Context: an optimization exercise on an open-source flow, tuned for small area, a short achievable clock period and few clock cycles. The choices shown serve that exercise and are no tape-out recipe.
The RTL was checked by simulation tests, not by an equivalence proof against the original design.
Power figures rest on the tool's default switching activity, not on a simulated workload.

===== design/flow/design.v =====
`default_nettype none
package nnBusPkg;
	typedef enum logic [2:0] {
		SEL_INPUT = 3'd0,
		SEL_HIDDEN_WEIGHT = 3'd1,
		SEL_OUTPUT_INPUT = 3'd2,
		SEL_OUTPUT_WEIGHT = 3'd3,
		SEL_HIDDEN_RESULT = 3'd4,
		SEL_OUTPUT_RESULT = 3'd5,
		SEL_STATUS = 3'd6
	} regSelect;
	typedef logic [8-1:0] busAddr;
	typedef logic [1:0] neuronIndex;
	typedef logic [32-1:0] busWord;
endpackage
`default_nettype wire
`default_nettype none
package nnMathPkg;
	typedef logic signed [16-1:0] operandWord;
	typedef logic signed [32-1:0] accumWord;
	localparam logic LAYER_HIDDEN = 1'b0;
	localparam logic LAYER_OUTPUT = 1'b1;
	localparam logic FETCH_IDLE = 1'b0;
	localparam logic FETCH_RUN = 1'b1;
endpackage
`default_nettype wire
`default_nettype none
module macArray (
	input  logic [23:0] dig,
	input  logic [15:0] w,
	output logic [31:0] ps,
	output logic [31:0] pc
);
	logic t0;
	logic t1;
	logic t2;
	logic t3;
	logic t4;
	logic t5;
	logic t6;
	logic t7;
	logic t8;
	logic t9;
	logic t10;
	logic t11;
	logic t12;
	logic t13;
	logic t14;
	logic t15;
	logic t16;
	logic t17;
	logic t18;
	logic t19;
	logic t20;
	logic t21;
	logic t22;
	logic t23;
	logic t24;
	logic t25;
	logic t26;
	logic t27;
	logic t28;
	logic t29;
	logic t30;
	logic t31;
	logic t32;
	logic t33;
	logic t34;
	logic t35;
	logic t36;
	logic t37;
	logic t38;
	logic t39;
	logic t40;
	logic t41;
	logic t42;
	logic t43;
	logic t44;
	logic t45;
	logic t46;
	logic t47;
	logic t48;
	logic t49;
	logic t50;
	logic t51;
	logic t52;
	logic t53;
	logic t54;
	logic t55;
	logic t56;
	logic t57;
	logic t58;
	logic t59;
	logic t60;
	logic t61;
	logic t62;
	logic t63;
	logic t64;
	logic t65;
	logic t66;
	logic t67;
	logic t68;
	logic t69;
	logic t70;
	logic t71;
	logic t72;
	logic t73;
	logic t74;
	logic t75;
	logic t76;
	logic t77;
	logic t78;
	logic t79;
	logic t80;
	logic t81;
	logic t82;
	logic t83;
	logic t84;
	logic t85;
	logic t86;
	logic t87;
	logic t88;
	logic t89;
	logic t90;
	logic t91;
	logic t92;
	logic t93;
	logic t94;
	logic t95;
	logic t96;
	logic t97;
	logic t98;
	logic t99;
	logic t100;
	logic t101;
	logic t102;
	logic t103;
	logic t104;
	logic t105;
	logic t106;
	logic t107;
	logic t108;
	logic t109;
	logic t110;
	logic t111;
	logic t112;
	logic t113;
	logic t114;
	logic t115;
	logic t116;
	logic t117;
	logic t118;
	logic t119;
	logic t120;
	logic t121;
	logic t122;
	logic t123;
	logic t124;
	logic t125;
	logic t126;
	logic t127;
	logic t128;
	logic t129;
	logic t130;
	logic t131;
	logic t132;
	logic t133;
	logic t134;
	logic t135;
	logic t136;
	logic t137;
	logic t138;
	logic t139;
	logic t140;
	logic t141;
	logic t142;
	logic t143;
	logic t144;
	logic t145;
	logic t146;
	logic t147;
	logic t148;
	logic t149;
	logic t150;
	logic t151;
	logic t152;
	logic t153;
	logic t154;
	logic t155;
	logic t156;
	logic t157;
	logic t158;
	logic t159;
	logic t160;
	logic t161;
	logic t162;
	logic t163;
	logic t164;
	logic t165;
	logic t166;
	logic t167;
	logic t168;
	logic t169;
	logic t170;
	logic t171;
	logic t172;
	logic t173;
	logic t174;
	logic t175;
	logic t176;
	logic t177;
	logic t178;
	logic t179;
	logic t180;
	logic t181;
	logic t182;
	logic t183;
	logic t184;
	logic t185;
	logic t186;
	logic t187;
	logic t188;
	logic t189;
	logic t190;
	logic t191;
	logic t192;
	logic t193;
	logic t194;
	logic t195;
	logic t196;
	logic t197;
	logic t198;
	logic t199;
	logic t200;
	logic t201;
	logic t202;
	logic t203;
	logic t204;
	logic t205;
	logic t206;
	logic t207;
	logic t208;
	logic t209;
	logic t210;
	logic t211;
	logic t212;
	logic t213;
	logic t214;
	logic t215;
	logic t216;
	logic t217;
	logic t218;
	logic t219;
	logic t220;
	logic t221;
	logic t222;
	logic t223;
	logic t224;
	logic t225;
	logic t226;
	logic t227;
	logic t228;
	logic t229;
	logic t230;
	logic t231;
	logic t232;
	logic t233;
	logic t234;
	logic t235;
	logic t236;
	logic t237;
	logic t238;
	logic t239;
	logic t240;
	logic t241;
	logic t242;
	logic t243;
	logic t244;
	logic t245;
	logic t246;
	logic t247;
	logic t248;
	logic t249;
	logic t250;
	logic t251;
	logic t252;
	logic t253;
	logic t254;
	logic t255;
	logic t256;
	logic t257;
	logic t258;
	logic t259;
	logic t260;
	logic t261;
	logic t262;
	logic t263;
	logic t264;
	logic t265;
	logic t266;
	logic t267;
	logic t268;
	logic t269;
	logic t270;
	logic t271;
	logic t272;
	logic t273;
	logic t274;
	logic t275;
	logic t276;
	logic t277;
	logic t278;
	logic t279;
	logic t280;
	logic t281;
	logic t282;
	logic t283;
	logic t284;
	logic t285;
	logic t286;
	logic t287;
	logic t288;
	logic t289;
	logic t290;
	logic t291;
	logic t292;
	logic t293;
	logic t294;
	logic t295;
	logic t296;
	logic t297;
	logic t298;
	logic t299;
	logic t300;
	logic t301;
	logic t302;
	logic t303;
	logic t304;
	logic t305;
	logic t306;
	logic t307;
	logic t308;
	logic t309;
	logic t310;
	logic t311;
	logic t312;
	logic t313;
	logic t314;
	logic t315;
	logic t316;
	logic t317;
	logic t318;
	logic t319;
	logic t320;
	logic t321;
	logic t322;
	logic t323;
	logic t324;
	logic t325;
	logic t326;
	logic t327;
	logic t328;
	logic t329;
	logic t330;
	logic t331;
	logic t332;
	logic t333;
	logic t334;
	logic t335;
	logic t336;
	logic t337;
	logic t338;
	logic t339;
	logic t340;
	logic t341;
	logic t342;
	logic t343;
	logic t344;
	logic t345;
	logic t346;
	logic t347;
	logic t348;
	logic t349;
	logic t350;
	logic t351;
	logic t352;
	logic t353;
	logic t354;
	logic t355;
	logic t356;
	logic t357;
	logic t358;
	logic t359;
	assign t0 = (dig[0] & w[0]) ^ dig[2];
	assign t1 = ((dig[0] & w[1]) | (dig[1] & w[0])) ^ dig[2];
	assign t2 = ((dig[0] & w[2]) | (dig[1] & w[1])) ^ dig[2];
	assign t3 = ((dig[0] & w[3]) | (dig[1] & w[2])) ^ dig[2];
	assign t4 = ((dig[0] & w[4]) | (dig[1] & w[3])) ^ dig[2];
	assign t5 = ((dig[0] & w[5]) | (dig[1] & w[4])) ^ dig[2];
	assign t6 = ((dig[0] & w[6]) | (dig[1] & w[5])) ^ dig[2];
	assign t7 = ((dig[0] & w[7]) | (dig[1] & w[6])) ^ dig[2];
	assign t8 = ((dig[0] & w[8]) | (dig[1] & w[7])) ^ dig[2];
	assign t9 = ((dig[0] & w[9]) | (dig[1] & w[8])) ^ dig[2];
	assign t10 = ((dig[0] & w[10]) | (dig[1] & w[9])) ^ dig[2];
	assign t11 = ((dig[0] & w[11]) | (dig[1] & w[10])) ^ dig[2];
	assign t12 = ((dig[0] & w[12]) | (dig[1] & w[11])) ^ dig[2];
	assign t13 = ((dig[0] & w[13]) | (dig[1] & w[12])) ^ dig[2];
	assign t14 = ((dig[0] & w[14]) | (dig[1] & w[13])) ^ dig[2];
	assign t15 = ((dig[0] & w[15]) | (dig[1] & w[14])) ^ dig[2];
	assign t16 = ~(((dig[0] & w[15]) | (dig[1] & w[15])) ^ dig[2]);
	assign t17 = (dig[3] & w[0]) ^ dig[5];
	assign t18 = ((dig[3] & w[1]) | (dig[4] & w[0])) ^ dig[5];
	assign t19 = ((dig[3] & w[2]) | (dig[4] & w[1])) ^ dig[5];
	assign t20 = ((dig[3] & w[3]) | (dig[4] & w[2])) ^ dig[5];
	assign t21 = ((dig[3] & w[4]) | (dig[4] & w[3])) ^ dig[5];
	assign t22 = ((dig[3] & w[5]) | (dig[4] & w[4])) ^ dig[5];
	assign t23 = ((dig[3] & w[6]) | (dig[4] & w[5])) ^ dig[5];
	assign t24 = ((dig[3] & w[7]) | (dig[4] & w[6])) ^ dig[5];
	assign t25 = ((dig[3] & w[8]) | (dig[4] & w[7])) ^ dig[5];
	assign t26 = ((dig[3] & w[9]) | (dig[4] & w[8])) ^ dig[5];
	assign t27 = ((dig[3] & w[10]) | (dig[4] & w[9])) ^ dig[5];
	assign t28 = ((dig[3] & w[11]) | (dig[4] & w[10])) ^ dig[5];
	assign t29 = ((dig[3] & w[12]) | (dig[4] & w[11])) ^ dig[5];
	assign t30 = ((dig[3] & w[13]) | (dig[4] & w[12])) ^ dig[5];
	assign t31 = ((dig[3] & w[14]) | (dig[4] & w[13])) ^ dig[5];
	assign t32 = ((dig[3] & w[15]) | (dig[4] & w[14])) ^ dig[5];
	assign t33 = ~(((dig[3] & w[15]) | (dig[4] & w[15])) ^ dig[5]);
	assign t34 = (dig[6] & w[0]) ^ dig[8];
	assign t35 = ((dig[6] & w[1]) | (dig[7] & w[0])) ^ dig[8];
	assign t36 = ((dig[6] & w[2]) | (dig[7] & w[1])) ^ dig[8];
	assign t37 = ((dig[6] & w[3]) | (dig[7] & w[2])) ^ dig[8];
	assign t38 = ((dig[6] & w[4]) | (dig[7] & w[3])) ^ dig[8];
	assign t39 = ((dig[6] & w[5]) | (dig[7] & w[4])) ^ dig[8];
	assign t40 = ((dig[6] & w[6]) | (dig[7] & w[5])) ^ dig[8];
	assign t41 = ((dig[6] & w[7]) | (dig[7] & w[6])) ^ dig[8];
	assign t42 = ((dig[6] & w[8]) | (dig[7] & w[7])) ^ dig[8];
	assign t43 = ((dig[6] & w[9]) | (dig[7] & w[8])) ^ dig[8];
	assign t44 = ((dig[6] & w[10]) | (dig[7] & w[9])) ^ dig[8];
	assign t45 = ((dig[6] & w[11]) | (dig[7] & w[10])) ^ dig[8];
	assign t46 = ((dig[6] & w[12]) | (dig[7] & w[11])) ^ dig[8];
	assign t47 = ((dig[6] & w[13]) | (dig[7] & w[12])) ^ dig[8];
	assign t48 = ((dig[6] & w[14]) | (dig[7] & w[13])) ^ dig[8];
	assign t49 = ((dig[6] & w[15]) | (dig[7] & w[14])) ^ dig[8];
	assign t50 = ~(((dig[6] & w[15]) | (dig[7] & w[15])) ^ dig[8]);
	assign t51 = (dig[9] & w[0]) ^ dig[11];
	assign t52 = ((dig[9] & w[1]) | (dig[10] & w[0])) ^ dig[11];
	assign t53 = ((dig[9] & w[2]) | (dig[10] & w[1])) ^ dig[11];
	assign t54 = ((dig[9] & w[3]) | (dig[10] & w[2])) ^ dig[11];
	assign t55 = ((dig[9] & w[4]) | (dig[10] & w[3])) ^ dig[11];
	assign t56 = ((dig[9] & w[5]) | (dig[10] & w[4])) ^ dig[11];
	assign t57 = ((dig[9] & w[6]) | (dig[10] & w[5])) ^ dig[11];
	assign t58 = ((dig[9] & w[7]) | (dig[10] & w[6])) ^ dig[11];
	assign t59 = ((dig[9] & w[8]) | (dig[10] & w[7])) ^ dig[11];
	assign t60 = ((dig[9] & w[9]) | (dig[10] & w[8])) ^ dig[11];
	assign t61 = ((dig[9] & w[10]) | (dig[10] & w[9])) ^ dig[11];
	assign t62 = ((dig[9] & w[11]) | (dig[10] & w[10])) ^ dig[11];
	assign t63 = ((dig[9] & w[12]) | (dig[10] & w[11])) ^ dig[11];
	assign t64 = ((dig[9] & w[13]) | (dig[10] & w[12])) ^ dig[11];
	assign t65 = ((dig[9] & w[14]) | (dig[10] & w[13])) ^ dig[11];
	assign t66 = ((dig[9] & w[15]) | (dig[10] & w[14])) ^ dig[11];
	assign t67 = ~(((dig[9] & w[15]) | (dig[10] & w[15])) ^ dig[11]);
	assign t68 = (dig[12] & w[0]) ^ dig[14];
	assign t69 = ((dig[12] & w[1]) | (dig[13] & w[0])) ^ dig[14];
	assign t70 = ((dig[12] & w[2]) | (dig[13] & w[1])) ^ dig[14];
	assign t71 = ((dig[12] & w[3]) | (dig[13] & w[2])) ^ dig[14];
	assign t72 = ((dig[12] & w[4]) | (dig[13] & w[3])) ^ dig[14];
	assign t73 = ((dig[12] & w[5]) | (dig[13] & w[4])) ^ dig[14];
	assign t74 = ((dig[12] & w[6]) | (dig[13] & w[5])) ^ dig[14];
	assign t75 = ((dig[12] & w[7]) | (dig[13] & w[6])) ^ dig[14];
	assign t76 = ((dig[12] & w[8]) | (dig[13] & w[7])) ^ dig[14];
	assign t77 = ((dig[12] & w[9]) | (dig[13] & w[8])) ^ dig[14];
	assign t78 = ((dig[12] & w[10]) | (dig[13] & w[9])) ^ dig[14];
	assign t79 = ((dig[12] & w[11]) | (dig[13] & w[10])) ^ dig[14];
	assign t80 = ((dig[12] & w[12]) | (dig[13] & w[11])) ^ dig[14];
	assign t81 = ((dig[12] & w[13]) | (dig[13] & w[12])) ^ dig[14];
	assign t82 = ((dig[12] & w[14]) | (dig[13] & w[13])) ^ dig[14];
	assign t83 = ((dig[12] & w[15]) | (dig[13] & w[14])) ^ dig[14];
	assign t84 = ~(((dig[12] & w[15]) | (dig[13] & w[15])) ^ dig[14]);
	assign t85 = (dig[15] & w[0]) ^ dig[17];
	assign t86 = ((dig[15] & w[1]) | (dig[16] & w[0])) ^ dig[17];
	assign t87 = ((dig[15] & w[2]) | (dig[16] & w[1])) ^ dig[17];
	assign t88 = ((dig[15] & w[3]) | (dig[16] & w[2])) ^ dig[17];
	assign t89 = ((dig[15] & w[4]) | (dig[16] & w[3])) ^ dig[17];
	assign t90 = ((dig[15] & w[5]) | (dig[16] & w[4])) ^ dig[17];
	assign t91 = ((dig[15] & w[6]) | (dig[16] & w[5])) ^ dig[17];
	assign t92 = ((dig[15] & w[7]) | (dig[16] & w[6])) ^ dig[17];
	assign t93 = ((dig[15] & w[8]) | (dig[16] & w[7])) ^ dig[17];
	assign t94 = ((dig[15] & w[9]) | (dig[16] & w[8])) ^ dig[17];
	assign t95 = ((dig[15] & w[10]) | (dig[16] & w[9])) ^ dig[17];
	assign t96 = ((dig[15] & w[11]) | (dig[16] & w[10])) ^ dig[17];
	assign t97 = ((dig[15] & w[12]) | (dig[16] & w[11])) ^ dig[17];
	assign t98 = ((dig[15] & w[13]) | (dig[16] & w[12])) ^ dig[17];
	assign t99 = ((dig[15] & w[14]) | (dig[16] & w[13])) ^ dig[17];
	assign t100 = ((dig[15] & w[15]) | (dig[16] & w[14])) ^ dig[17];
	assign t101 = ~(((dig[15] & w[15]) | (dig[16] & w[15])) ^ dig[17]);
	assign t102 = (dig[18] & w[0]) ^ dig[20];
	assign t103 = ((dig[18] & w[1]) | (dig[19] & w[0])) ^ dig[20];
	assign t104 = ((dig[18] & w[2]) | (dig[19] & w[1])) ^ dig[20];
	assign t105 = ((dig[18] & w[3]) | (dig[19] & w[2])) ^ dig[20];
	assign t106 = ((dig[18] & w[4]) | (dig[19] & w[3])) ^ dig[20];
	assign t107 = ((dig[18] & w[5]) | (dig[19] & w[4])) ^ dig[20];
	assign t108 = ((dig[18] & w[6]) | (dig[19] & w[5])) ^ dig[20];
	assign t109 = ((dig[18] & w[7]) | (dig[19] & w[6])) ^ dig[20];
	assign t110 = ((dig[18] & w[8]) | (dig[19] & w[7])) ^ dig[20];
	assign t111 = ((dig[18] & w[9]) | (dig[19] & w[8])) ^ dig[20];
	assign t112 = ((dig[18] & w[10]) | (dig[19] & w[9])) ^ dig[20];
	assign t113 = ((dig[18] & w[11]) | (dig[19] & w[10])) ^ dig[20];
	assign t114 = ((dig[18] & w[12]) | (dig[19] & w[11])) ^ dig[20];
	assign t115 = ((dig[18] & w[13]) | (dig[19] & w[12])) ^ dig[20];
	assign t116 = ((dig[18] & w[14]) | (dig[19] & w[13])) ^ dig[20];
	assign t117 = ((dig[18] & w[15]) | (dig[19] & w[14])) ^ dig[20];
	assign t118 = ~(((dig[18] & w[15]) | (dig[19] & w[15])) ^ dig[20]);
	assign t119 = (dig[21] & w[0]) ^ dig[23];
	assign t120 = ((dig[21] & w[1]) | (dig[22] & w[0])) ^ dig[23];
	assign t121 = ((dig[21] & w[2]) | (dig[22] & w[1])) ^ dig[23];
	assign t122 = ((dig[21] & w[3]) | (dig[22] & w[2])) ^ dig[23];
	assign t123 = ((dig[21] & w[4]) | (dig[22] & w[3])) ^ dig[23];
	assign t124 = ((dig[21] & w[5]) | (dig[22] & w[4])) ^ dig[23];
	assign t125 = ((dig[21] & w[6]) | (dig[22] & w[5])) ^ dig[23];
	assign t126 = ((dig[21] & w[7]) | (dig[22] & w[6])) ^ dig[23];
	assign t127 = ((dig[21] & w[8]) | (dig[22] & w[7])) ^ dig[23];
	assign t128 = ((dig[21] & w[9]) | (dig[22] & w[8])) ^ dig[23];
	assign t129 = ((dig[21] & w[10]) | (dig[22] & w[9])) ^ dig[23];
	assign t130 = ((dig[21] & w[11]) | (dig[22] & w[10])) ^ dig[23];
	assign t131 = ((dig[21] & w[12]) | (dig[22] & w[11])) ^ dig[23];
	assign t132 = ((dig[21] & w[13]) | (dig[22] & w[12])) ^ dig[23];
	assign t133 = ((dig[21] & w[14]) | (dig[22] & w[13])) ^ dig[23];
	assign t134 = ((dig[21] & w[15]) | (dig[22] & w[14])) ^ dig[23];
	assign t135 = ~(((dig[21] & w[15]) | (dig[22] & w[15])) ^ dig[23]);
	assign t136 = dig[17] ^ t10;
	assign t137 = dig[17] & t10;
	assign t138 = t11 ^ t26;
	assign t139 = t11 & t26;
	assign t140 = dig[20] ^ t12 ^ t27;
	assign t141 = (dig[20] & t12) | (dig[20] & t27) | (t12 & t27);
	assign t142 = t42 ^ t57;
	assign t143 = t42 & t57;
	assign t144 = t13 ^ t28 ^ t43;
	assign t145 = (t13 & t28) | (t13 & t43) | (t28 & t43);
	assign t146 = t58 ^ t73;
	assign t147 = t58 & t73;
	assign t148 = dig[23] ^ t14 ^ t29;
	assign t149 = (dig[23] & t14) | (dig[23] & t29) | (t14 & t29);
	assign t150 = t44 ^ t59 ^ t74;
	assign t151 = (t44 & t59) | (t44 & t74) | (t59 & t74);
	assign t152 = t89 ^ t104;
	assign t153 = t89 & t104;
	assign t154 = t15 ^ t30 ^ t45;
	assign t155 = (t15 & t30) | (t15 & t45) | (t30 & t45);
	assign t156 = t60 ^ t75 ^ t90;
	assign t157 = (t60 & t75) | (t60 & t90) | (t75 & t90);
	assign t158 = t105 ^ t120;
	assign t159 = t105 & t120;
	assign t160 = 1'b1 ^ t16 ^ t31;
	assign t161 = (1'b1 & t16) | (1'b1 & t31) | (t16 & t31);
	assign t162 = t46 ^ t61 ^ t76;
	assign t163 = (t46 & t61) | (t46 & t76) | (t61 & t76);
	assign t164 = t91 ^ t106 ^ t121;
	assign t165 = (t91 & t106) | (t91 & t121) | (t106 & t121);
	assign t166 = 1'b1 ^ t32 ^ t47;
	assign t167 = (1'b1 & t32) | (1'b1 & t47) | (t32 & t47);
	assign t168 = t62 ^ t77 ^ t92;
	assign t169 = (t62 & t77) | (t62 & t92) | (t77 & t92);
	assign t170 = t107 ^ t122;
	assign t171 = t107 & t122;
	assign t172 = t33 ^ t48 ^ t63;
	assign t173 = (t33 & t48) | (t33 & t63) | (t48 & t63);
	assign t174 = t78 ^ t93 ^ t108;
	assign t175 = (t78 & t93) | (t78 & t108) | (t93 & t108);
	assign t176 = 1'b1 ^ t49 ^ t64;
	assign t177 = (1'b1 & t49) | (1'b1 & t64) | (t49 & t64);
	assign t178 = t79 ^ t94;
	assign t179 = t79 & t94;
	assign t180 = t50 ^ t65 ^ t80;
	assign t181 = (t50 & t65) | (t50 & t80) | (t65 & t80);
	assign t182 = 1'b1 ^ t66;
	assign t183 = 1'b1 & t66;
	assign t184 = dig[11] ^ t6;
	assign t185 = dig[11] & t6;
	assign t186 = t7 ^ t22;
	assign t187 = t7 & t22;
	assign t188 = dig[14] ^ t8 ^ t23;
	assign t189 = (dig[14] & t8) | (dig[14] & t23) | (t8 & t23);
	assign t190 = t38 ^ t53;
	assign t191 = t38 & t53;
	assign t192 = t9 ^ t24 ^ t39;
	assign t193 = (t9 & t24) | (t9 & t39) | (t24 & t39);
	assign t194 = t54 ^ t69;
	assign t195 = t54 & t69;
	assign t196 = t25 ^ t40 ^ t55;
	assign t197 = (t25 & t40) | (t25 & t55) | (t40 & t55);
	assign t198 = t70 ^ t85 ^ t136;
	assign t199 = (t70 & t85) | (t70 & t136) | (t85 & t136);
	assign t200 = t41 ^ t56 ^ t71;
	assign t201 = (t41 & t56) | (t41 & t71) | (t56 & t71);
	assign t202 = t86 ^ t137 ^ t138;
	assign t203 = (t86 & t137) | (t86 & t138) | (t137 & t138);
	assign t204 = t72 ^ t87 ^ t102;
	assign t205 = (t72 & t87) | (t72 & t102) | (t87 & t102);
	assign t206 = t139 ^ t142 ^ t140;
	assign t207 = (t139 & t142) | (t139 & t140) | (t142 & t140);
	assign t208 = t88 ^ t103 ^ t141;
	assign t209 = (t88 & t103) | (t88 & t141) | (t103 & t141);
	assign t210 = t143 ^ t146 ^ t144;
	assign t211 = (t143 & t146) | (t143 & t144) | (t146 & t144);
	assign t212 = t119 ^ t145 ^ t147;
	assign t213 = (t119 & t145) | (t119 & t147) | (t145 & t147);
	assign t214 = t152 ^ t148 ^ t150;
	assign t215 = (t152 & t148) | (t152 & t150) | (t148 & t150);
	assign t216 = t149 ^ t151 ^ t153;
	assign t217 = (t149 & t151) | (t149 & t153) | (t151 & t153);
	assign t218 = t158 ^ t154 ^ t156;
	assign t219 = (t158 & t154) | (t158 & t156) | (t154 & t156);
	assign t220 = t155 ^ t157 ^ t159;
	assign t221 = (t155 & t157) | (t155 & t159) | (t157 & t159);
	assign t222 = t160 ^ t162 ^ t164;
	assign t223 = (t160 & t162) | (t160 & t164) | (t162 & t164);
	assign t224 = t161 ^ t163 ^ t165;
	assign t225 = (t161 & t163) | (t161 & t165) | (t163 & t165);
	assign t226 = t170 ^ t166 ^ t168;
	assign t227 = (t170 & t166) | (t170 & t168) | (t166 & t168);
	assign t228 = t123 ^ t167 ^ t169;
	assign t229 = (t123 & t167) | (t123 & t169) | (t167 & t169);
	assign t230 = t171 ^ t172 ^ t174;
	assign t231 = (t171 & t172) | (t171 & t174) | (t172 & t174);
	assign t232 = t109 ^ t124 ^ t173;
	assign t233 = (t109 & t124) | (t109 & t173) | (t124 & t173);
	assign t234 = t175 ^ t178 ^ t176;
	assign t235 = (t175 & t178) | (t175 & t176) | (t178 & t176);
	assign t236 = t95 ^ t110 ^ t125;
	assign t237 = (t95 & t110) | (t95 & t125) | (t110 & t125);
	assign t238 = t177 ^ t179 ^ t180;
	assign t239 = (t177 & t179) | (t177 & t180) | (t179 & t180);
	assign t240 = t81 ^ t96 ^ t111;
	assign t241 = (t81 & t96) | (t81 & t111) | (t96 & t111);
	assign t242 = t126 ^ t181 ^ t182;
	assign t243 = (t126 & t181) | (t126 & t182) | (t181 & t182);
	assign t244 = t67 ^ t82 ^ t97;
	assign t245 = (t67 & t82) | (t67 & t97) | (t82 & t97);
	assign t246 = t112 ^ t127 ^ t183;
	assign t247 = (t112 & t127) | (t112 & t183) | (t127 & t183);
	assign t248 = 1'b1 ^ t83 ^ t98;
	assign t249 = (1'b1 & t83) | (1'b1 & t98) | (t83 & t98);
	assign t250 = t113 ^ t128;
	assign t251 = t113 & t128;
	assign t252 = t84 ^ t99 ^ t114;
	assign t253 = (t84 & t99) | (t84 & t114) | (t99 & t114);
	assign t254 = 1'b1 ^ t100;
	assign t255 = 1'b1 & t100;
	assign t256 = dig[8] ^ t4;
	assign t257 = dig[8] & t4;
	assign t258 = t5 ^ t20;
	assign t259 = t5 & t20;
	assign t260 = t21 ^ t36 ^ t51;
	assign t261 = (t21 & t36) | (t21 & t51) | (t36 & t51);
	assign t262 = t37 ^ t52 ^ t185;
	assign t263 = (t37 & t52) | (t37 & t185) | (t52 & t185);
	assign t264 = t68 ^ t187 ^ t190;
	assign t265 = (t68 & t187) | (t68 & t190) | (t187 & t190);
	assign t266 = t189 ^ t191 ^ t194;
	assign t267 = (t189 & t191) | (t189 & t194) | (t191 & t194);
	assign t268 = t193 ^ t195 ^ t196;
	assign t269 = (t193 & t195) | (t193 & t196) | (t195 & t196);
	assign t270 = t197 ^ t200 ^ t199;
	assign t271 = (t197 & t200) | (t197 & t199) | (t200 & t199);
	assign t272 = t201 ^ t204 ^ t203;
	assign t273 = (t201 & t204) | (t201 & t203) | (t204 & t203);
	assign t274 = t205 ^ t207 ^ t208;
	assign t275 = (t205 & t207) | (t205 & t208) | (t207 & t208);
	assign t276 = t209 ^ t211 ^ t212;
	assign t277 = (t209 & t211) | (t209 & t212) | (t211 & t212);
	assign t278 = t213 ^ t215 ^ t216;
	assign t279 = (t213 & t215) | (t213 & t216) | (t215 & t216);
	assign t280 = t217 ^ t219 ^ t220;
	assign t281 = (t217 & t219) | (t217 & t220) | (t219 & t220);
	assign t282 = t221 ^ t223 ^ t224;
	assign t283 = (t221 & t223) | (t221 & t224) | (t223 & t224);
	assign t284 = t225 ^ t227 ^ t228;
	assign t285 = (t225 & t227) | (t225 & t228) | (t227 & t228);
	assign t286 = t229 ^ t231 ^ t232;
	assign t287 = (t229 & t231) | (t229 & t232) | (t231 & t232);
	assign t288 = t236 ^ t233 ^ t235;
	assign t289 = (t236 & t233) | (t236 & t235) | (t233 & t235);
	assign t290 = t237 ^ t240 ^ t239;
	assign t291 = (t237 & t240) | (t237 & t239) | (t240 & t239);
	assign t292 = t241 ^ t244 ^ t243;
	assign t293 = (t241 & t244) | (t241 & t243) | (t244 & t243);
	assign t294 = t245 ^ t250 ^ t248;
	assign t295 = (t245 & t250) | (t245 & t248) | (t250 & t248);
	assign t296 = t129 ^ t249 ^ t251;
	assign t297 = (t129 & t249) | (t129 & t251) | (t249 & t251);
	assign t298 = t115 ^ t130 ^ t253;
	assign t299 = (t115 & t130) | (t115 & t253) | (t130 & t253);
	assign t300 = t101 ^ t116 ^ t131;
	assign t301 = (t101 & t116) | (t101 & t131) | (t116 & t131);
	assign t302 = 1'b1 ^ t117;
	assign t303 = 1'b1 & t117;
	assign t304 = dig[5] ^ t2;
	assign t305 = dig[5] & t2;
	assign t306 = t3 ^ t18;
	assign t307 = t3 & t18;
	assign t308 = t19 ^ t34 ^ t256;
	assign t309 = (t19 & t34) | (t19 & t256) | (t34 & t256);
	assign t310 = t35 ^ t257 ^ t258;
	assign t311 = (t35 & t257) | (t35 & t258) | (t257 & t258);
	assign t312 = t259 ^ t184 ^ t260;
	assign t313 = (t259 & t184) | (t259 & t260) | (t184 & t260);
	assign t314 = t261 ^ t186 ^ t262;
	assign t315 = (t261 & t186) | (t261 & t262) | (t186 & t262);
	assign t316 = t188 ^ t263 ^ t264;
	assign t317 = (t188 & t263) | (t188 & t264) | (t263 & t264);
	assign t318 = t192 ^ t265 ^ t266;
	assign t319 = (t192 & t265) | (t192 & t266) | (t265 & t266);
	assign t320 = t267 ^ t198 ^ t268;
	assign t321 = (t267 & t198) | (t267 & t268) | (t198 & t268);
	assign t322 = t269 ^ t202 ^ t270;
	assign t323 = (t269 & t202) | (t269 & t270) | (t202 & t270);
	assign t324 = t206 ^ t271 ^ t272;
	assign t325 = (t206 & t271) | (t206 & t272) | (t271 & t272);
	assign t326 = t210 ^ t273 ^ t274;
	assign t327 = (t210 & t273) | (t210 & t274) | (t273 & t274);
	assign t328 = t214 ^ t275 ^ t276;
	assign t329 = (t214 & t275) | (t214 & t276) | (t275 & t276);
	assign t330 = t218 ^ t277 ^ t278;
	assign t331 = (t218 & t277) | (t218 & t278) | (t277 & t278);
	assign t332 = t222 ^ t279 ^ t280;
	assign t333 = (t222 & t279) | (t222 & t280) | (t279 & t280);
	assign t334 = t226 ^ t281 ^ t282;
	assign t335 = (t226 & t281) | (t226 & t282) | (t281 & t282);
	assign t336 = t230 ^ t283 ^ t284;
	assign t337 = (t230 & t283) | (t230 & t284) | (t283 & t284);
	assign t338 = t234 ^ t285 ^ t286;
	assign t339 = (t234 & t285) | (t234 & t286) | (t285 & t286);
	assign t340 = t238 ^ t287 ^ t288;
	assign t341 = (t238 & t287) | (t238 & t288) | (t287 & t288);
	assign t342 = t242 ^ t289 ^ t290;
	assign t343 = (t242 & t289) | (t242 & t290) | (t289 & t290);
	assign t344 = t246 ^ t291 ^ t292;
	assign t345 = (t246 & t291) | (t246 & t292) | (t291 & t292);
	assign t346 = t247 ^ t294 ^ t293;
	assign t347 = (t247 & t294) | (t247 & t293) | (t294 & t293);
	assign t348 = t252 ^ t295 ^ t296;
	assign t349 = (t252 & t295) | (t252 & t296) | (t295 & t296);
	assign t350 = t254 ^ t297 ^ t298;
	assign t351 = (t254 & t297) | (t254 & t298) | (t297 & t298);
	assign t352 = t255 ^ t300 ^ t299;
	assign t353 = (t255 & t300) | (t255 & t299) | (t300 & t299);
	assign t354 = t132 ^ t301 ^ t302;
	assign t355 = (t132 & t301) | (t132 & t302) | (t301 & t302);
	assign t356 = t118 ^ t133 ^ t303;
	assign t357 = (t118 & t133) | (t118 & t303) | (t133 & t303);
	assign t358 = 1'b1 ^ t134;
	assign t359 = 1'b1 & t134;
	assign ps[0] = dig[2];
	assign pc[0] = t0;
	assign ps[1] = t1;
	assign pc[1] = 1'b0;
	assign ps[2] = t17;
	assign pc[2] = t304;
	assign ps[3] = t305;
	assign pc[3] = t306;
	assign ps[4] = t307;
	assign pc[4] = t308;
	assign ps[5] = t309;
	assign pc[5] = t310;
	assign ps[6] = t311;
	assign pc[6] = t312;
	assign ps[7] = t313;
	assign pc[7] = t314;
	assign ps[8] = t315;
	assign pc[8] = t316;
	assign ps[9] = t317;
	assign pc[9] = t318;
	assign ps[10] = t319;
	assign pc[10] = t320;
	assign ps[11] = t321;
	assign pc[11] = t322;
	assign ps[12] = t323;
	assign pc[12] = t324;
	assign ps[13] = t325;
	assign pc[13] = t326;
	assign ps[14] = t327;
	assign pc[14] = t328;
	assign ps[15] = t329;
	assign pc[15] = t330;
	assign ps[16] = t331;
	assign pc[16] = t332;
	assign ps[17] = t333;
	assign pc[17] = t334;
	assign ps[18] = t335;
	assign pc[18] = t336;
	assign ps[19] = t337;
	assign pc[19] = t338;
	assign ps[20] = t339;
	assign pc[20] = t340;
	assign ps[21] = t341;
	assign pc[21] = t342;
	assign ps[22] = t343;
	assign pc[22] = t344;
	assign ps[23] = t345;
	assign pc[23] = t346;
	assign ps[24] = t348;
	assign pc[24] = t347;
	assign ps[25] = t349;
	assign pc[25] = t350;
	assign ps[26] = t351;
	assign pc[26] = t352;
	assign ps[27] = t354;
	assign pc[27] = t353;
	assign ps[28] = t355;
	assign pc[28] = t356;
	assign ps[29] = t358;
	assign pc[29] = t357;
	assign ps[30] = t135;
	assign pc[30] = t359;
	assign ps[31] = 1'b1;
	assign pc[31] = 1'b0;
endmodule
`default_nettype wire
`default_nettype none
module nnAccelerator (
	input  logic                 CLOCK1_50,
	input  logic                 resetHidden,
	input  logic                 busWrite,
	input  logic [2:0]           busSel,
	input  logic [1:0]           busNeuron,
	input  logic [8-1:0]   busAddr,
	input  logic [32-1:0]  busWriteData,
	output logic [32-1:0]  busReadData
);
	logic [15:0] xMem [16];
	logic [15:0] w1Mem [64];
	logic [15:0] hMem [4];
	logic [15:0] w2Mem [12];
	logic [15:0] wd;
	logic inRange16;
	logic inRange4;
	logic wrX;
	logic wrW1;
	logic wrH;
	logic wrW2;
	assign wd = busWriteData[15:0];
	assign inRange16 = busAddr < 8'd16;
	assign inRange4 = busAddr < 8'd4;
	assign wrX = busWrite && busSel == 3'd0 && inRange16;
	assign wrW1 = busWrite && busSel == 3'd1 && inRange16;
	assign wrH = busWrite && busSel == 3'd2 && inRange4;
	assign wrW2 = busWrite && busSel == 3'd3 && inRange4 && busNeuron != 2'd3;
	always_ff @(posedge CLOCK1_50) begin
		for (int k = 0; k < 16; k++)
			if (wrX && busAddr[3:0] == 4'(k))
				xMem[k] <= wd;
		for (int k = 0; k < 64; k++)
			if (wrW1 && {busNeuron, busAddr[3:0]} == 6'(k))
				w1Mem[k] <= wd;
		for (int k = 0; k < 4; k++)
			if (wrH && busAddr[1:0] == 2'(k))
				hMem[k] <= wd;
		for (int k = 0; k < 12; k++)
			if (wrW2 && {busNeuron, busAddr[1:0]} == 4'(k))
				w2Mem[k] <= wd;
	end
	logic clrH;
	logic stH;
	logic clrO;
	logic stO;
	assign clrH = wrX && busAddr[3:0] == 4'd0;
	assign stH = wrX && busAddr[3:0] == 4'd15;
	assign clrO = wrH && busAddr[1:0] == 2'd0;
	assign stO = wrH && busAddr[1:0] == 2'd3;
	logic colH;
	logic cleanH;
	logic [14:1] seenH;
	logic colO;
	logic cleanO;
	logic [2:1] seenO;
	logic fastH;
	logic fastO;
	assign fastH = colH && cleanH && &seenH;
	assign fastO = colO && cleanO && &seenO;
	always_ff @(posedge CLOCK1_50) begin
		if (resetHidden) begin
			colH <= 1'b0;
			colO <= 1'b0;
		end else begin
			if (clrH) begin
				colH <= 1'b1;
				cleanH <= 1'b1;
				seenH <= '0;
			end else if (stH) begin
				colH <= 1'b0;
			end else if (wrX) begin
				for (int k = 1; k < 15; k++)
					if (busAddr[3:0] == 4'(k)) begin
						seenH[k] <= 1'b1;
						if (seenH[k])
							cleanH <= 1'b0;
					end
			end else if (wrW1) begin
				cleanH <= 1'b0;
			end
			if (clrO) begin
				colO <= 1'b1;
				cleanO <= 1'b1;
				seenO <= '0;
			end else if (stO) begin
				colO <= 1'b0;
			end else if (wrH) begin
				for (int k = 1; k < 3; k++)
					if (busAddr[1:0] == 2'(k)) begin
						seenO[k] <= 1'b1;
						if (seenO[k])
							cleanO <= 1'b0;
					end
			end else if (wrW2) begin
				cleanO <= 1'b0;
			end
		end
	end
	logic fbAct;
	logic fbLay;
	logic [3:0] fbCnt;
	logic fbLast;
	assign fbLast = fbLay ? fbCnt == 4'd3 : fbCnt == 4'd15;
	always_ff @(posedge CLOCK1_50) begin
		if (resetHidden) begin
			fbAct <= 1'b0;
		end else if (fbAct) begin
			fbCnt <= fbCnt + 4'd1;
			if (fbLast)
				fbAct <= 1'b0;
		end else if ((stH && !fastH) || (stO && !fastO)) begin
			fbAct <= 1'b1;
			fbLay <= stO;
			fbCnt <= 4'd0;
		end
	end
	logic doneH;
	logic doneO;
	always_ff @(posedge CLOCK1_50) begin
		if (resetHidden) begin
			doneH <= 1'b0;
			doneO <= 1'b0;
		end else begin
			if (clrH)
				doneH <= 1'b0;
			else if ((stH && fastH) || (fbAct && fbLast && !fbLay))
				doneH <= 1'b1;
			if (clrO)
				doneO <= 1'b0;
			else if ((stO && fastO) || (fbAct && fbLast && fbLay))
				doneO <= 1'b1;
		end
	end
	logic itemV;
	logic itemLay;
	logic itemFirst;
	logic [3:0] itemIdx;
	logic [15:0] itemX;
	logic [23:0] itemDig;
	always_comb begin
		if (fbAct) begin
			itemV = 1'b1;
			itemLay = fbLay;
			itemFirst = fbCnt == 4'd0;
			itemIdx = fbCnt;
			itemX = fbLay ? hMem[fbCnt[1:0]] : xMem[fbCnt];
		end else begin
			itemV = (wrX && (colH || clrH)) || (wrH && (colO || clrO));
			itemLay = busSel[1];
			itemFirst = busAddr[3:0] == 4'd0;
			itemIdx = busAddr[3:0];
			itemX = wd;
		end
	end
	logic [16:0] xExt;
	assign xExt = {itemX, 1'b0};
	for (genvar j = 0; j < 8; j++) begin : gBooth
		assign itemDig[3*j] = xExt[2*j+1] ^ xExt[2*j];
		assign itemDig[3*j+1] = (xExt[2*j+2] && !xExt[2*j+1] && !xExt[2*j]) ||
			(!xExt[2*j+2] && xExt[2*j+1] && xExt[2*j]);
		assign itemDig[3*j+2] = xExt[2*j+2];
	end
	logic [15:0] selW1;
	logic [3:0] selW2;
	logic [3:0][15:0] itemW;
	always_comb begin
		for (int k = 0; k < 16; k++)
			selW1[k] = !itemLay && itemIdx == 4'(k);
		for (int k = 0; k < 4; k++)
			selW2[k] = itemLay && itemIdx[1:0] == 2'(k);
		for (int n = 0; n < 4; n++) begin
			itemW[n] = '0;
			for (int k = 0; k < 16; k++)
				itemW[n] = itemW[n] | ({16{selW1[k]}} & w1Mem[n*16 + k]);
			if (n < 3)
				for (int k = 0; k < 4; k++)
					itemW[n] = itemW[n] | ({16{selW2[k]}} & w2Mem[n*4 + k]);
		end
	end
	logic r0V;
	logic r0Lay;
	logic r0First;
	logic [23:0] r0Dig;
	logic [3:0][15:0] r0W;
	always_ff @(posedge CLOCK1_50) begin
		if (resetHidden)
			r0V <= 1'b0;
		else
			r0V <= itemV;
		r0Lay <= itemLay;
		r0First <= itemFirst;
		r0Dig <= itemDig;
		r0W <= itemW;
	end
	logic [3:0][31:0] prodS;
	logic [3:0][31:0] prodC;
	for (genvar n = 0; n < 4; n++) begin : gLane
		macArray lane (.dig(r0Dig), .w(r0W[n]), .ps(prodS[n]), .pc(prodC[n]));
	end
	logic r1V;
	logic r1Lay;
	logic [3:0][31:0] r1S;
	logic [3:0][31:0] r1C;
	logic [3:0][31:0] r1Base;
	logic [3:0][31:0] accH;
	logic [2:0][31:0] accO;
	logic [3:0][31:0] laneSum;
	logic addH;
	logic addO;
	logic fwdH;
	logic fwdO;
	assign addH = !r0First && !r0Lay;
	assign addO = !r0First && r0Lay;
	assign fwdH = addH && r1V && !r1Lay;
	assign fwdO = addO && r1V && r1Lay;
	always_ff @(posedge CLOCK1_50) begin
		if (resetHidden)
			r1V <= 1'b0;
		else
			r1V <= r0V;
		r1Lay <= r0Lay;
		r1S <= prodS;
		r1C <= prodC;
		for (int n = 0; n < 4; n++) begin
			if (fwdH || fwdO)
				r1Base[n] <= laneSum[n];
			else if (n < 3)
				r1Base[n] <= ({32{addH}} & accH[n]) | ({32{addO}} & accO[n]);
			else
				r1Base[n] <= {32{addH}} & accH[n];
		end
	end
	for (genvar n = 0; n < 4; n++) begin : gSum
		logic [31:0] s3;
		logic [31:0] c3;
		assign s3 = r1Base[n] ^ r1S[n] ^ r1C[n];
		assign c3 = (r1Base[n] & r1S[n]) | (r1Base[n] & r1C[n]) | (r1S[n] & r1C[n]);
		assign laneSum[n] = s3 + {c3[30:0], 1'b0};
	end
	always_ff @(posedge CLOCK1_50) begin
		for (int n = 0; n < 4; n++)
			if (r1V && !r1Lay)
				accH[n] <= laneSum[n];
		for (int n = 0; n < 3; n++)
			if (r1V && r1Lay)
				accO[n] <= laneSum[n];
	end
	logic [31:0] rdEarly;
	logic [31:0] rd;
	logic readSum;
	logic qX;
	logic qH;
	logic qY1;
	logic qY2;
	logic qSt;
	logic [15:0] xRd;
	logic [15:0] hRd;
	logic [31:0] y1Rd;
	logic [31:0] y2Rd;
	assign qX = busSel == 3'd0 && inRange16;
	assign qH = busSel == 3'd2 && inRange4;
	assign qY1 = busSel == 3'd4 && inRange4 && doneH;
	assign qY2 = busSel == 3'd5 && busAddr < 8'd3 && doneO;
	assign qSt = busSel == 3'd6;
	assign xRd = xMem[busAddr[3:0]];
	assign hRd = hMem[busAddr[1:0]];
	assign y1Rd = accH[busAddr[1:0]];
	assign y2Rd = busAddr[1] ? accO[2] : accO[busAddr[0]];
	assign rdEarly = ({32{qX}} & {{16{xRd[15]}}, xRd}) |
		({32{qH}} & {{16{hRd[15]}}, hRd}) |
		({32{qY1}} & y1Rd) |
		({32{qY2}} & y2Rd) |
		{30'd0, qSt && doneO, qSt && doneH};
	assign readSum = r1V && (r1Lay ? qY2 : qY1);
	assign rd = readSum ? laneSum[busAddr[1:0]] : rdEarly;
	always_ff @(posedge CLOCK1_50)
		busReadData <= rd;
endmodule
`default_nettype wire

===== design/flow/standard.sh =====
#!/bin/bash
# synth_recipe.tcl (not shown) runs the flow's synth.tcl, then flattens the netlist and writes it again
# the make line also repeats each setting of config.mk as NAME=value (left out here)
make -C /OpenROAD-flow-scripts/flow DESIGN_CONFIG=/design/flow/config.mk WORK_HOME=/design/flow/orfs CLKGATE_MAP_FILE= SYNTH_SCRIPT=/design/flow/synth_recipe.tcl "${@:-finish}"

===== design/flow/config.mk =====
export PLATFORM = sky130hd
export DESIGN_NAME = nnAccelerator
export DESIGN_NICKNAME = nnAccelerator
export VERILOG_FILES = /design/flow/design.v
export SDC_FILE = /design/flow/constraint.sdc
export NUM_CORES = 4
export LEC_CHECK = 0
export CAP_MARGIN = 20
export CORE_MARGIN = 2
export CORE_UTILIZATION = 70
export SLEW_MARGIN = 20

===== design/flow/flow/run.sh =====
#!/bin/bash
# Standard layout, with timing repair aiming below the clock period by
# SETUP_SLACK_MARGIN (the clock period and constraints are unchanged).
set -euo pipefail
bash standard.sh SETUP_SLACK_MARGIN=6.3 finish > make_finish.log 2>&1

===== design/flow/constraint.sdc =====
create_clock -name core_clock -period 10.0 [get_ports {CLOCK1_50}]
set_input_delay 2.0000 -clock core_clock [delete_from_list [all_inputs] [get_ports {CLOCK1_50}]]
set_output_delay 2.0000 -clock core_clock [all_outputs]
set_load 0.01 [all_outputs]

==> summary.txt, run 1 <==
Synth
  • Synthesized area per cell: 13.5 sq um
  • Post-synthesis net count: 8845
  • Distinct cells, synth: 98
  • Yosys top cell by area: edfxtp_1
  • Synth Instances: 8112
  • Asr flop ratio synth: 0%
  • EDFF count, synth: 1783
  • Syn. warnings: 5
  • Synth Flop Type: edfxtp_1
  • Synth top area share: 48.8%
  • Post-Syn Area: 110000 sq um
  • Area contributors post-synth: edfxtp_1 49%, dfxtp_1 9.1%, fa_1 8.6%
  • Seq cells post-synth: 2282
  • Post-synthesis sequential area ratio: 57.9%

CTS
  • Clk sink count: 2282
  • Clk buf depth: 3
  • CTS tree: done
  • H-tree levels: 4
  • Skew-Pair Late Insertion Delay: 920 ps
  • Root buffer cell: clkbuf_16
  • Num CTS Buffers: 217
  • CTS Hold Bufs: 0
  • CTS clock-pin slew for the worst setup and hold paths: 60 ps

Worst setup path
  • CP max FO: 16
  • Reg2reg end: r0Dig[13]
  • Critical Path RT: 10700 ps
  • Reg2reg path depth: 10
  • Critical Path Sink: busReadData[31]
  • Crit start category: input port
  • Crit. Startpoint: busAddr[2]
  • CP Capture Type: register
  • Critical R2R Launch: fbCnt[0]
  • WS Path Type: input port to register
  • R2R setup slack: 6220 ps
  • Critical Path AT: 4500 ps

STA
  • Slew HR: 9.74%
  • Final hold viol count: 0
  • Final worst-path cycle share: 38.0%
  • Min cycle time layout: 3800 ps
  • Slew Limit Fails: 0
  • PnR worst setup slack: 6200 ps
  • Setup Skew: 105 ps
  • RSZ-0062 raised after global routing: true
  • Setup Viol. Count Final: 0
  • Setup TNS: 0 ps
  • WHS: 457 ps
  • Slew @ Worst Pin: 1340 ps
  • Max Freq: 263 MHz

Global routing
  • Total GRT Usage: 46.1%
  • Largest net degree at the start of global routing: 166
  • Initial antenna violation count: 10
  • Congestion Overflow GR: 0
  • Vias in the first global route: 76.0k
  • First-pass GRT wire length: 526000 um

Layout
  • Synth-to-Final Area Change: 14.4%
  • Layout cells sized above 1: 16.2%
  • Final-stage net count: 8953
  • Post-Layout Inst Area: 126000 sq um
  • Fillers: 8560

Routing
  • Total number of vias: 78.3k
  • Via-per-instance ratio: 7.47
  • WL per Instance: 35.8 um
  • Drt total wl: 375000 um
  • Drt first-iter violations: 13.9k
  • Residual DRC: 0
  • Antenna-violating nets left: 0
  • Drt pass-1 iters: 13

Min path
  • Hold WC Path Type: register to register
  • Hold Crit Start: r0V

Place
  • Final GP Congestion: 0.974
  • Place WS: 3640 ps
  • DP HPWL: 220000 um
  • Number of port buffers: 63
  • Area after DPL: 113000 sq um

Die
  • Vert. Die Dim: 400 um
  • Initial Util: 70.4%
  • Die W: 400 um
  • Full die area: 160000 sq um
  • IO Count: 80
  • Core area: 156000 sq um
  • Core Rows: 145

Power and ir drop
  • Reported leakage power: 44.6 nW
  • Maximum vdd ir drop: 409 uV
  • PD cells: 295 nW/um^2

Outcome
  • Status: no timing/DRC/antenna violations

Job
  • Max Cap Viol: 0
## synth_stat cells, types with 24 or more instances
library cell and number:
xor2_1 269, a21o_1 66, inv_1 396, a22oi_1 717, o31ai_1 95, buf_2 75
nor2_1 252, o21ai_0 170, a21oi_1 219, dfxtp_1 499, edfxtp_1 1783, fa_1 472
o211ai_1 24, and3_1 44, clkbuf_1 466, a211oi_1 32, a221oi_1 237, buf_1 101
mux2i_1 167, o21a_1 29, nand4_1 108, a222oi_1 110, xnor2_1 388, nand3_1 83
mux4_2 60, a22o_1 248, nand2_1 405, nor3_1 35, ha_1 213
## cell usage in the layout, fill, tap and decap left out, drive strengths merged, types with 15 or more instances in the layout
| master | n |
|---|---|
| nor2 | 255 |
| edfxtp | 1783 |
| a22oi | 717 |
| nand2 | 406 |
| mux4 | 60 |
| nand3 | 83 |
| bufinv | 24 |
| and2 | 24 |
| clkbuf | 307 |
| xnor2 | 388 |
| a222oi | 110 |
| xor2 | 269 |
| a221o | 15 |
| nand4 | 108 |
| nor3 | 37 |
| buf | 483 |
| o211ai | 24 |
| ha | 213 |
| a21oi | 226 |
| a211oi | 35 |
| a31oi | 19 |
| o221ai | 19 |
| inv | 402 |
| o21a | 29 |
| nor4 | 15 |
| dfxtp | 499 |
| a21o | 67 |
| and3 | 44 |
| o31ai | 96 |
| nand2b | 22 |
| a221oi | 237 |
| mux2i | 167 |
| clkinv | 75 |
| a22o | 248 |
| mux2 | 16 |
| o21ai | 187 |
| fa | 472 |
| dlygate4sd2 | 31 |
| nor2b | 22 |
## power breakdown
part	internal, mW	switching (mW)	total [mW]
registers	11.6	0.491	12.1
clock network	4.87	3.73	8.60
logic	6.06	10.3	16.4
## through the flow
step | utilization, % | power, mW | instances
after global placement | 72.3 | 25.9 | 9796
after global routing | 80.5 | 38.5 | 10500
after floorplan | - | 21.3 | 8112
after CTS | 79.6 | 35.7 | 10400
after detailed placement | 72.3 | 26.2 | 9796
final | 80.5 | 37.1 | 10500
## cells by family after synthesis
logic type,synth area share [%]
flip-flops,57.9
AO/OA/AOI/OAI,14.7
AND/OR/NAND/NOR,4.56
buffers and inverters,3.69
adder cells (fa/ha/maj),11.0
XOR/XNOR,5.24
multiplexers,2.92
## registers in the layout, summed over array words and instances, names as in the netlist, 2 cells and up
register and count:
r1Base 128, seenH 14, fbCnt 4, busReadData 32, r0W 64, hMem 64
xMem 256, accH 128, seenO 2, r1S 121, accO 96, r0Dig 24
r1C 120, w2Mem 192, w1Mem 1024
## metal layers
metal  part of all wire (%)  global-route usage (%)  up-vias
met5                  0.037                       0        -
met4                    8.3                    31.2       12
met3                     15                    14.4     1678
met2                     43                    67.9     7312
met1                     33                    59.0    38300
li1                       -                       -    31000
## worst min-delay path by stage
| stage | slack (ps) | depth (start not counted) | to |
|---|---|---|---|
| 2_1_floorplan | 330 | 0 | r1Lay |
| 3_3_place_gp | 440 | 1 | r0W[9] |
| 3_5_place_dp | 450 | 1 | r0W[30] |
| 4_1_cts | 460 | 1 | r1V |
| 5_1_grt | 470 | 1 | r0W[30] |
| 6_report | 460 | 1 | r1V |
## final cells by class
class	count	area, sq um	share of cell area [%]
Antenna cell	3	7.51	0.00598
Clock buffer	299	6020	4.80
Clock inverter	113	1470	1.17
Inverter	397	1500	1.20
Multi-Input combinational cell	4787	44600	35.5
Sequential cell	2282	63700	50.7
Tap cell	2058	2570	2.05
Timing Repair Buffer	535	5710	4.55
## critical path: stages
cell and delay (ps):
buf_6 180, or2_4 230, nor2_2 80, buf_4 260
a22oi_1 210, nand4_1 170, a211oi_2 350, o21ai_2 120
buf_12 160, buf_4 140, buf_4 130, a221o_1 270
o21a_4 170
## timing repair
item | in CTS | in global routing
setup endpoints to repair | 1952 | 1042
gates resized for setup | 423 | 162
pin swaps | 108 | 73
buffers inserted | 177 | 74
cloned | 6 | 6
Testbench counts, summed over its fixed seeds: cycles 1,856.
==> run 2, diff against run 1 <==
--- a/design/flow/config.mk
+++ b/design/flow/config.mk
@@ -7,5 +7,6 @@
 export LEC_CHECK = 0
 export CAP_MARGIN = 20
 export CORE_MARGIN = 2
-export CORE_UTILIZATION = 70
+export CORE_UTILIZATION = 60
 export SLEW_MARGIN = 20
+export TNS_END_PERCENT = 0
==> summary.txt, run 2 <==
Worst setup path
  • Crit-path leading delay family: compound AO/OA/AOI/OAI gates (unchanged)
  • Reg2reg path depth: 9 (was 10)
  • Most used cell, CP: a21oi_1 (was buf_4)
  • Cell chain of the critical path: inv_1, ha_1, and3_2, a22oi_1, and3_1, a311oi_1, a21oi_1, a21oi_1, mux2i_1 (was buf_6, or2_4, nor2_2, buf_4, a22oi_1, nand4_1, a211oi_2, o21ai_2, buf_12, buf_4, buf_4, a221o_1, o21a_4)
  • CP max FO: 13 (was 16)
  • Critical Path AT: 4740 ps (was 4500 ps)
  • CP Capture Type: register (unchanged)
  • Critical path depth in cells: 9 (was 13)
  • Critical path buffers and inverters: 1 (was 5)
  • Worst path max stage delay: 860 ps (was 350 ps)
  • Crit start category: register (was input port)
  • Critical Path RT: 10780 ps (was 10700 ps)
  • CP max stage cell: a311oi_1 (was a211oi_2)
  • WS Path Type: register to register (was input port to register)

Routing
  • WL per Instance: 35.0 um (was 35.8 um)
  • Total number of vias: 76.0k (was 78.3k)
  • Antenna-violating nets left: 0 (unchanged)
  • Via-per-instance ratio: 7.11 (was 7.47)
  • Residual DRC: 0 (unchanged)
  • Drt total wl: 374000 um (was 375000 um)
  • Drt first-iter violations: 11.9k (was 13.9k)
  • Drt pass-1 iters: 13 (unchanged)

Global routing
  • Total GRT Usage: 39.4% (was 46.1%)
  • Congestion Overflow GR: 0 (unchanged)
  • Largest net degree at the start of global routing: 101 (was 166)
  • Vias in the first global route: 73.7k (was 76.0k)
  • Initial antenna violation count: 19 (was 10)
  • First-pass GRT wire length: 526000 um (about the same)

CTS
  • CTS clock-pin slew for the worst setup and hold paths: 60 ps (about the same)
  • Skew-Pair Late Insertion Delay: 900 ps (was 920 ps)
  • Clk buf depth: 3 (unchanged)
  • CTS Hold Bufs: 0 (unchanged)
  • Root buffer cell: clkbuf_16 (unchanged)
  • Clk sink count: 2282 (unchanged)
  • H-tree levels: 4 (unchanged)
  • CTS tree: done (unchanged)
  • Num CTS Buffers: 224 (was 217)

Layout
  • Final-stage net count: 8854 (was 8953)
  • Most common cell after layout, fill and taps aside: edfxtp_1 (unchanged)
  • Synth-to-Final Area Change: 12.9% (was 14.4%)
  • Most frequent cells in the layout: 1783 x edfxtp_1, 717 x a22oi_1, 470 x dfxtp_1 (was 1783 x edfxtp_1, 715 x a22oi_1, 464 x fa_1)
  • Largest register FFs: 1024 (unchanged)
  • Top reg by flops: w1Mem (unchanged)
  • Top flop regs: w1Mem: 1024 flops, xMem: 256 flops, w2Mem: 192 flops (unchanged)
  • Layout cells sized above 1: 13.5% (was 16.2%)

Synth
  • Post-synthesis net count: 8845 (unchanged)
  • Synth Flop Type: edfxtp_1 (unchanged)
  • Synth Instances: 8112 (unchanged)
  • Area contributors post-synth: edfxtp_1 49%, dfxtp_1 9.1%, fa_1 8.6% (unchanged)
  • Yosys top cell by area: edfxtp_1 (unchanged)
  • Commonest cells in the netlist: 1783 x edfxtp_1, 717 x a22oi_1, 499 x dfxtp_1 (unchanged)
  • Post-Syn Area: 110000 sq um (unchanged)
  • Distinct cells, synth: 98 (unchanged)
  • Most frequent cell after synthesis: edfxtp_1 (unchanged)
  • EDFF count, synth: 1783 (unchanged)
  • Post-synthesis sequential area ratio: 57.9% (unchanged)
  • Seq cells post-synth: 2282 (unchanged)
  • Synthesized area per cell: 13.5 sq um (unchanged)
  • Synth top area share: 48.8% (unchanged)
  • Syn. warnings: 5 (unchanged)
  • Asr flop ratio synth: 0% (unchanged)

Die
  • Core Rows: 156 (was 145)
  • Vert. Die Dim: 432 um (was 400 um)
  • IO Count: 80 (unchanged)
  • Full die area: 186000 sq um (was 160000 sq um)
  • Initial Util: 60.5% (was 70.4%)
  • Die W: 432 um (was 400 um)
  • Core area: 181000 sq um (was 156000 sq um)

Place
  • Number of port buffers: 63 (unchanged)
  • DP HPWL: 231000 um (was 220000 um)
  • Final GP Congestion: 0.987 (was 0.974)

Power and ir drop
  • Tot Pwr: 36.1 mW (was 37.1 mW)
  • Reported leakage power: 43.6 nW (was 44.6 nW)
  • Maximum vdd ir drop: 345 uV (was 409 uV)
  • PD cells: 292 nW/um^2 (was 295 nW/um^2)

Outcome
  • Status: no timing/DRC/antenna violations (unchanged)

Min path
  • Hold WC Path Type: register to register (unchanged)
  • Worst hold path depth: 2 (was 1)

STA
  • Slew HR: 21.4% (was 9.74%)
  • Setup Viol. Count Final: 0 (unchanged)
  • Setup TNS: 0 ps (unchanged)
  • Slew @ Worst Pin: 1180 ps (was 1340 ps)
  • Min cycle time layout: 3960 ps (was 3800 ps)
  • Final worst-path cycle share: 39.6% (was 38.0%)
  • Max Freq: 252 MHz (was 263 MHz)
  • Setup Skew: 87.3 ps (was 105 ps)
  • RSZ-0062 raised after global routing: true (unchanged)
  • Final hold viol count: 0 (unchanged)
  • Slew Limit Fails: 0 (unchanged)

Job
  • Max Cap Viol: 0 (unchanged)
## run 2: cell counts after synthesis
No cell type changed its count.
## run 2: area by class of cell
cell class                      instances  area, sq um
Sequential cell                      2282        63600
Fill cell                           12800        57400
Timing Repair Buffer                  431         4340
Multi-Input combinational cell       4785        43800
Inverter                              397         1500
Tap cell                             2370         2970
Clock inverter                        125         1530
Clock buffer                          295         6160
Antenna cell                            8         20.0
## run 2: metal layers
metal	vias up	share of wire, %	track usage, %
li1	30800	-	-
met1	38400	37	53.9
met2	5632	44	59.2
met3	1099	13	9.12
met4	8	6.1	20.4
met5	-	0.014	0
## run 2: path summary, 6_finish.rpt
kind,start,endpoint,slack [ps]
setup / recovery,fbCnt[1],r0Dig[22],6040
hold / removal,w1Mem[15][4],r0W[4],440
setup reg to reg,fbCnt[1],r0Dig[22],6040
hold reg to reg,w1Mem[15][4],r0W[4],440
## run 2: cell families (layout without fill, tap and decap cells)
family | count (synthesis) | in the layout | share of synthesized area, %
buffers and inverters | 1046 | 1248 | 3.69
and+or+nand+nor | 1069 | 1070 | 4.56
AOI/OAI and AO/OA | 2130 | 2130 | 14.7
adders and majority gates | 685 | 685 | 11.0
other | 0 | 8 | 0
DFF | 2282 | 2282 | 57.9
muxes | 243 | 243 | 2.92
xor gates and xnor gates | 657 | 657 | 5.24
## run 2: through the flow
step	instance area (sq um)	utilization (%)	setup WS (ps)	std cells	hold slack [ps]
final	124000	68.3	6040	10700	439
after floorplan	110000	-	5160	8112	329
after global placement	113000	62.4	3870	10200	430
after global routing	124000	68.3	5960	10700	464
after CTS	123000	67.6	6010	10600	445
after detailed placement	113000	62.5	3840	10200	437
## run 2: worst reg2reg max path: cells and delay by family (launching register included)
kind | cells | cell delay (ps)
AOI/OAI and AO/OA | 4 | 1470
and+or+nand+nor | 2 | 910
adders and majority gates | 1 | 540
DFF | 1 | 520
buffers and inverters | 1 | 220
muxes | 1 | 220
## run 2: repair_timing
item | 4_1_cts | 5_1_grt
resized for setup | 217 | 179
buffers inserted | 53 | 53
setup endpoints to repair | 1960 | 1677
pin swaps | 43 | 37
gates cloned | 2 | 5
## run 2: report_power, final
group,switching (mW),internal [mW]
combinational,9.78,5.45
clock,3.75,5.01
sequential,0.529,11.6
==> run 3, diff against run 2 <==
==> design/flow/flow/run.sh (replaced) <==
#!/bin/bash
# Standard layout, with timing repair aiming below the clock period by
# SETUP_SLACK_MARGIN (the clock period and constraints are unchanged).
set -euo pipefail
bash standard.sh SETUP_SLACK_MARGIN=6.6 finish > make_finish.log 2>&1
--- a/design/flow/config.mk
+++ b/design/flow/config.mk
@@ -9,4 +9,3 @@
 export CORE_MARGIN = 2
 export CORE_UTILIZATION = 60
 export SLEW_MARGIN = 20
-export TNS_END_PERCENT = 0
==> summary.txt, run 3 <==
Routing
  • Total number of vias: 79.3k (was 76.0k)
  • Drt first-iter violations: 13.1k (was 11.9k)
  • Residual DRC: 0 (unchanged)
  • WL per Instance: 37.1 um (was 35.0 um)
  • Drt pass-1 iters: 10 (was 13)

Synth
  • Synth Flop Type: edfxtp_1 (unchanged)
  • Yosys top cell by area: edfxtp_1 (unchanged)
  • Synth Instances: 8112 (unchanged)
  • Seq cells post-synth: 2282 (unchanged)
  • Post-synthesis sequential area ratio: 57.9% (unchanged)
  • Synthesized area per cell: 13.5 sq um (unchanged)
  • Distinct cells, synth: 98 (unchanged)
  • Synth top area share: 48.8% (unchanged)
  • Area contributors post-synth: edfxtp_1 49%, dfxtp_1 9.1%, fa_1 8.6% (unchanged)
  • Commonest cells in the netlist: 1783 x edfxtp_1, 717 x a22oi_1, 499 x dfxtp_1 (unchanged)
  • Asr flop ratio synth: 0% (unchanged)

Die
  • Vert. Die Dim: 432 um (unchanged)
  • Die W: 432 um (unchanged)
  • Full die area: 186000 sq um (unchanged)
  • Core Rows: 156 (unchanged)
  • Initial Util: 60.5% (unchanged)
  • Core area: 181000 sq um (unchanged)
  • IO Count: 80 (unchanged)

CTS
  • Clk buf depth: 3 (unchanged)
  • Clk sink count: 2282 (unchanged)
  • CTS clock-pin slew for the worst setup and hold paths: 60 ps (about the same)
  • Num CTS Buffers: 227 (was 224)
  • Root buffer cell: clkbuf_16 (unchanged)

Layout
  • Most common cell after layout, fill and taps aside: edfxtp_1 (unchanged)
  • Most frequent cells in the layout: 1783 x edfxtp_1, 711 x a22oi_1, 463 x fa_1 (was 1783 x edfxtp_1, 717 x a22oi_1, 470 x dfxtp_1)
  • FF/Latch Area: 63700 sq um (was 63600 sq um)
  • Fillers: 11.7k (was 12.8k)
  • Area of the multi-input gates: 46600 sq um (was 43800 sq um)
  • Top flop regs: w1Mem: 1024 flops, xMem: 256 flops, w2Mem: 192 flops (unchanged)
  • Synth-to-Final Area Change: 20.7% (was 12.9%)
  • Layout cells sized above 1: 22.2% (was 13.5%)
  • Final-stage net count: 9220 (was 8854)

Global routing
  • First-pass GRT wire length: 559000 um (was 526000 um)
  • Initial antenna violation count: 19 (unchanged)
  • Congestion Overflow GR: 0 (unchanged)
  • Total GRT Usage: 42.4% (was 39.4%)

Worst setup path
  • Critical Path AT: 4580 ps (was 4740 ps)
  • Critical Path RT: 10760 ps (was 10780 ps)
  • R2R setup slack: 6180 ps (was 6040 ps)
  • Cell chain of the critical path: fa_1, fa_2, a21oi_4, o211a_1, nor2_4, o41ai_4, buf_6, a31oi_4, a31oi_4, xnor2_4, a222oi_1, inv_1 (was inv_1, ha_1, and3_2, a22oi_1, and3_1, a311oi_1, a21oi_1, a21oi_1, mux2i_1)
  • Most used cell, CP: a31oi_4 (was a21oi_1)
  • CP Capture Type: register (unchanged)
  • Crit start category: register (unchanged)
  • WS Path Type: register to register (unchanged)
  • Crit. Startpoint: r1S[34] (was fbCnt[1])
  • Worst path max stage delay: 840 ps (was 860 ps)
  • CP max FO: 3 (was 13)
  • CP max stage cell: a222oi_1 (was a311oi_1)
  • Crit-path leading delay family: compound AO/OA/AOI/OAI gates (unchanged)

STA
  • Slew HR: 25.0% (was 21.4%)
  • Min cycle time layout: 3820 ps (was 3960 ps)
  • Final hold viol count: 0 (unchanged)
  • RSZ-0062 raised after global routing: true (unchanged)
  • WHS: 460 ps (was 439 ps)
  • Max Freq: 262 MHz (was 252 MHz)
  • Setup TNS: 0 ps (unchanged)
  • PnR worst setup slack: 6180 ps (was 6040 ps)
  • Final worst-path cycle share: 38.2% (was 39.6%)
  • Setup Skew: 61.1 ps (was 87.3 ps)

Min path
  • Hold Crit Start: w1Mem[15][4] (unchanged)
  • Min-Delay Endpoint: r0W[4] (unchanged)

Place
  • Place WS: 3720 ps (was 3840 ps)
  • Final GP Congestion: 0.988 (was 0.987)
  • Number of port buffers: 63 (unchanged)

Power and ir drop
  • Tot Pwr: 39.5 mW (was 36.1 mW)

Outcome
  • Status: no timing/DRC/antenna violations (unchanged)
run 3: logic make-up (layout without fill, tap and decap cells):
| group | count (synthesis) | count (layout) | share of synthesized area [%] |
|---|---|---|---|
| AO/OA/AOI/OAI | 2130 | 2130 | 14.7 |
| XOR/XNOR | 657 | 657 | 5.24 |
| adder cells (fa/ha/maj) | 685 | 685 | 11.0 |
| buffers and inverters | 1046 | 1622 | 3.69 |
| flip-flops | 2282 | 2282 | 57.9 |
| multiplexers | 243 | 243 | 2.92 |
| other | 0 | 14 | 0 |
| AND/OR/NAND/NOR | 1069 | 1075 | 4.56 |
run 3: final cells by class:
type / count / share of cell area, %
inverter: 397 / 1.13
clock inverter: 121 / 1.00
sequential: 2282 / 48.1
multi-input combinational: 4790 / 35.2
clock buffer: 315 / 4.84
tap: 2370 / 2.24
antenna: 14 / 0.0265
timing repair buffer: 789 / 7.44
run 3: power breakdown:
group | internal, mW | switching [mW] | total, mW
Combinational | 7.52 | 11.1 | 18.6
Clock | 4.99 | 3.79 | 8.78
Sequential | 11.6 | 0.487 | 12.1
Total | 24.1 | 15.4 | 39.5
run 3: worst max-delay path by stage:
stage,end,slack (ps),cells past startpoint
floorplan,fbCnt[0],6060,8
global placement,r0W[5],3730,10
detailed placement,r0W[39],3720,10
CTS,r1Base[63],6160,12
global route,r1Base[63],6160,15
finish,r1Base[63],6180,12
run 3: stage by stage:
step / area (sq um) / std cells / utilization (%)
after global routing: 132000 / 11100 / 73.0
after detailed placement: 113000 / 10100 / 62.6
after global placement: 113000 / 10100 / 62.6
after CTS: 129000 / 10900 / 71.3
final: 132000 / 11100 / 73.0
after floorplan: 111000 / 8112 / -
run 3: repair_timing:
action                                  4_1_cts  5_1_grt
setup buffers                               352      151
gates resized for setup                     865      303
endpoints found under the setup margin     2046      735
pin swaps                                   214      156
gates cloned                                 31       22
run 3: per-layer routing:
layer	vias to the layer above	global-route usage, %	share of wire [%]
li1	31600	-	-
met1	39600	56.6	35
met2	6572	61.6	43
met3	1479	12.1	14
met4	16	26.3	7.9
met5	-	0	0.084
run 3: worst register-to-register path, cell delays in order, from the launching register on:
cell and delay (ps):
dfxtp_2 320, fa_1 530, fa_2 410, a21oi_4 190
o211a_1 220, nor2_4 70, o41ai_4 340, buf_6 180
a31oi_4 110, a31oi_4 240, xnor2_4 120, a222oi_1 840
inv_1 100

re-timing with driven ports:
No port has a modelled driver above. Below, the same layouts with a new extraction and two added sets of constraints. Step 1 (the two cells are an assumption about what drives the block):
set clk [get_ports {CLOCK1_50}]
set_driving_cell -lib_cell sky130_fd_sc_hd__clkbuf_16 $clk
set_driving_cell -lib_cell sky130_fd_sc_hd__buf_2 [delete_from_list [all_inputs] $clk]
Step 2 times the ports against the registers' clock, not the clock port: input delays grow and output delays shrink by t, the midpoint of the rising clock arrivals with the driver on. Three values: no drivers, after step 1, after step 2; two values: the first two.
| run | t, ns | setup WS [ns] | cell pins on the clock port's net |
|---|---|---|---|
| run 1 | 0.962 | 6.199 / 6.131 / 5.170 | 1 |
| run 2 | 0.948 | 6.037 / 6.037 / 5.106 | 1 |
| run 3 | 0.979 | 6.180 / 6.180 / 5.215 | 1 |
After both steps every run listed still meets setup and hold. The setup slack of run 1, which loses most, moves by -0.068 ns with the drivers and by -1.029 ns with both steps.
